From an optimization exercise on the open Yosys and OpenROAD flow, aimed at small area, a short achievable clock period and few clock cycles per item; shortcuts taken in it are not production practice.
In this exercise RTL edits were held to simulation tests only and were not proved equivalent to the original.

==> flow/design.v <==
module sm3_compress (
    input  logic         i_clk,
    input  logic         i_rst,
    input  logic         i_start,
    input  logic         i_first_block,
    input  logic         i_extend_valid,
    output logic [7:0]   o_rd_addr0,
    output logic [7:0]   o_rd_addr1,
    input  logic [31:0]  i_rd_data0,
    input  logic [31:0]  i_rd_data1,
    output logic         o_busy,
    output logic [255:0] o_hash,
    output logic         o_hash_valid
);
    localparam logic [255:0] InitVector = {
        32'h7380166F, 32'h4914B2B9, 32'h172442D7, 32'hDA8A0600,
        32'hA96F30BC, 32'h163138AA, 32'hE38DEE4D, 32'hB0FB0E4E
    };
    localparam logic [31:0] TjLow    = 32'h79CC4519;
    localparam logic [31:0] TjHigh16 = 32'h9D8A7A87;   
    function automatic logic [31:0] rotl(input logic [31:0] x, input logic [4:0] n);
        logic [63:0] t;
        t = {x, x} << n;
        rotl = t[63:32];
    endfunction
    function automatic logic [31:0] p0(input logic [31:0] x);
        p0 = x ^ rotl(x, 5'd9) ^ rotl(x, 5'd17);
    endfunction
    function automatic logic [31:0] add_ks(input logic [31:0] x, input logic [31:0] y);
        logic [31:0] g, p, gn, pn;
        g = x & y;
        p = x ^ y;
        for (int d = 1; d < 32; d = d * 2) begin
            gn = g;
            pn = p;
            for (int i = d; i < 32; i++) begin
                gn[i] = g[i] | (p[i] & g[i-d]);
                pn[i] = p[i] & p[i-d];
            end
            g = gn;
            p = pn;
        end
        add_ks = (x ^ y) ^ {g[30:0], 1'b0};
    endfunction
    logic         busy_q, valid_q, have_q, iv_q, low_q;
    logic [5:0]   addr_q;                
    logic [31:0]  tp_q;                  
    logic [31:0]  a_q, b_q, c_q, e_q, f_q, g_q;
    logic [31:0]  dw_q, hw_q;            
    logic [255:0] hash_q;
    logic         accept, last, iv_now;
    logic [255:0] base, v_cur, next_state;
    assign iv_now = i_first_block | ~have_q;
    assign accept = ~i_rst & i_start & i_extend_valid & ~busy_q;
    assign last   = busy_q & (addr_q == 6'd0);
    assign base   = iv_now ? InitVector : hash_q;
    assign v_cur  = iv_q ? InitVector : hash_q;
    logic [31:0] a_rot12, x_s, x_c, ss1, ss2, ff, gg, y, z, tt1, tt2;
    always_comb begin
        a_rot12 = rotl(a_q, 5'd12);
        x_s     = a_rot12 ^ e_q ^ tp_q;
        x_c     = ((a_rot12 & e_q) | (a_rot12 & tp_q) | (e_q & tp_q)) << 1;
        ss1     = rotl(x_s + x_c, 5'd7);
        ss2     = ss1 ^ a_rot12;
        if (low_q) begin
            ff = a_q ^ b_q ^ c_q;
            gg = e_q ^ f_q ^ g_q;
        end else begin
            ff = (a_q & b_q) | (a_q & c_q) | (b_q & c_q);
            gg = (e_q & f_q) | (~e_q & g_q);
        end
        y   = add_ks(ff, dw_q);
        z   = add_ks(gg, hw_q);
        tt1 = y + ss2;
        tt2 = z + ss1;
        next_state = {tt1, a_q, rotl(b_q, 5'd9), c_q, p0(tt2), e_q, rotl(f_q, 5'd19), g_q};
    end
    logic [31:0] d_src, h_src;
    assign d_src = accept ? base[159:128] : c_q;
    assign h_src = accept ? base[31:0]    : g_q;
    always_ff @(posedge i_clk) begin
        if (accept) begin
            {a_q, b_q, c_q} <= base[255:160];
            {e_q, f_q, g_q} <= base[127:32];
        end else begin
            {a_q, b_q, c_q} <= next_state[255:160];
            {e_q, f_q, g_q} <= next_state[127:32];
        end
        dw_q <= d_src + i_rd_data1;
        hw_q <= h_src + i_rd_data0;
        if (accept)              tp_q <= TjLow;
        else if (addr_q == 6'd16) tp_q <= TjHigh16;
        else                     tp_q <= rotl(tp_q, 5'd1);
        if (accept)              low_q <= 1'b1;
        else if (addr_q == 6'd16) low_q <= 1'b0;
        if (accept) iv_q <= iv_now;
    end
    always_ff @(posedge i_clk) begin
        if (i_rst) begin
            busy_q  <= 1'b0;
            valid_q <= 1'b0;
            have_q  <= 1'b0;
            addr_q  <= 6'd0;
            hash_q  <= '0;
        end else begin
            valid_q <= last;
            if (accept)    busy_q <= 1'b1;
            else if (last) busy_q <= 1'b0;
            if (last) have_q <= 1'b1;
            if (accept)                                           addr_q <= 6'd1;
            else if (busy_q && addr_q != 6'd0 && addr_q != 6'd63) addr_q <= addr_q + 6'd1;
            else                                                  addr_q <= 6'd0;
            if (last) hash_q <= v_cur ^ next_state;
        end
    end
    assign o_rd_addr0   = {2'b00, addr_q};
    assign o_rd_addr1   = 8'd68 + {2'b00, addr_q};
    assign o_busy       = busy_q;
    assign o_hash       = hash_q;
    assign o_hash_valid = valid_q;
endmodule
==> flow/config.mk <==
export PLATFORM = sky130hd
export DESIGN_NAME = sm3_compress
export DESIGN_NICKNAME = sm3_compress
export VERILOG_FILES = /design/flow/design.v
export SDC_FILE = /design/flow/constraint.sdc
export NUM_CORES = 4
export LEC_CHECK = 0
export ABC_AREA = 1
export CAP_MARGIN = 20
export CORE_MARGIN = 2
export CORE_UTILIZATION = 40
export SETUP_SLACK_MARGIN = 5
export SLEW_MARGIN = 20
==> flow/constraint.sdc <==
create_clock -name core_clock -period 10.0 [get_ports {i_clk}]
set_input_delay 2.0000 -clock core_clock [delete_from_list [all_inputs] [get_ports {i_clk}]]
set_output_delay 2.0000 -clock core_clock [all_outputs]
set_load 0.01 [all_outputs]
standard.sh (not shown) runs the stock make flow with config.mk's settings and CLKGATE_MAP_FILE= SYNTH_SCRIPT=/design/flow/synth_recipe.tcl, a recipe that flattens the netlist after the stock synthesis.
==> flow/flow/run.sh <==
#!/bin/bash
# Own layout flow: the standard layout (standard.sh, ORFS synth..finish) with a few extra
# make variables read from flow/extra.mk-style list in flow/extra_vars (one VAR=value per line).
# Each make run's full output goes to a log file in the work folder.
set -euo pipefail
here="$(cd "$(dirname "${BASH_SOURCE[0]}")" && pwd)"
work="$(cd "$here/.." && pwd)"
cd "$work"
extra=()
if [[ -f "$here/extra_vars" ]]; then
  while IFS= read -r line; do
    [[ -z "$line" || "$line" == \#* ]] && continue
    extra+=("$line")
  done < "$here/extra_vars"
fi
echo "extra make variables: ${extra[*]:-none}" | tee "$work/run_sh.log"
bash "$work/standard.sh" "${extra[@]}" finish > "$work/standard_make.log" 2>&1
echo "standard.sh finished" | tee -a "$work/run_sh.log"
==> flow/flow/extra_vars <==
ADDER_MAP_FILE=
SETUP_SLACK_MARGIN=6
BUFFER_PORTS_ARGS=-buffer_cell sky130_fd_sc_hd__buf_1
The first run produced a clean layout.
Testbench counts at the start, summed over its fixed seeds: cycles 24,968, blocks 384.
Rerun with:
==> flow/run.sh (new file) <==
#!/bin/bash
# synth_recipe.tcl (not shown) runs the flow's synth.tcl, then flattens the netlist and writes it again
# the make line also repeats each setting of config.mk as NAME=value (left out here)
make -C /OpenROAD-flow-scripts/flow DESIGN_CONFIG=/design/flow/config.mk WORK_HOME=/design/flow/orfs CLKGATE_MAP_FILE= SYNTH_SCRIPT=/design/flow/synth_recipe.tcl finish
SETUP_SLACK_MARGIN = not set   (was 5)
removed: flow/flow/run.sh
removed: flow/flow/extra_vars
removed: flow/standard.sh
The new run completed with no timing, DRC or antenna violations.
Critical path depth is lower by 3.
Setup slack is worse by 2.1 ns.
Via count fell by about 30%.
Area after synthesis decreases by 13%.
Sequential cell count is unchanged.

[separate check: timing with driven ports]
No port has a modelled driver above. Below, the same layouts with a new extraction and two added sets of constraints. Step 1: set_driving_cell puts a clkbuf_16 on i_clk and a buf_2 on each other input, an assumption about the parent block. Step 2 also shifts input and output timing later by t, the mid clock arrival at the registers, as if the neighbouring blocks saw the same clock. Three values: ideal, step 1, step 2; two values: the first two.
| run | shift t [ns] | slack for setup (ns) | slew at the worst register clock pin (ns) |
|---|---|---|---|
| the first run | 0.742 | 5.498 / 5.553 / 4.811 | 0.07 / 0.07 |
| the second run | 0.706 | 3.403 / 3.403 / 2.821 | 0.06 / 0.06 |
After both steps every run listed still meets setup and hold. For the first run, which loses most, drivers alone change the setup slack by +0.055 ns; drivers and shift together by -0.687 ns.
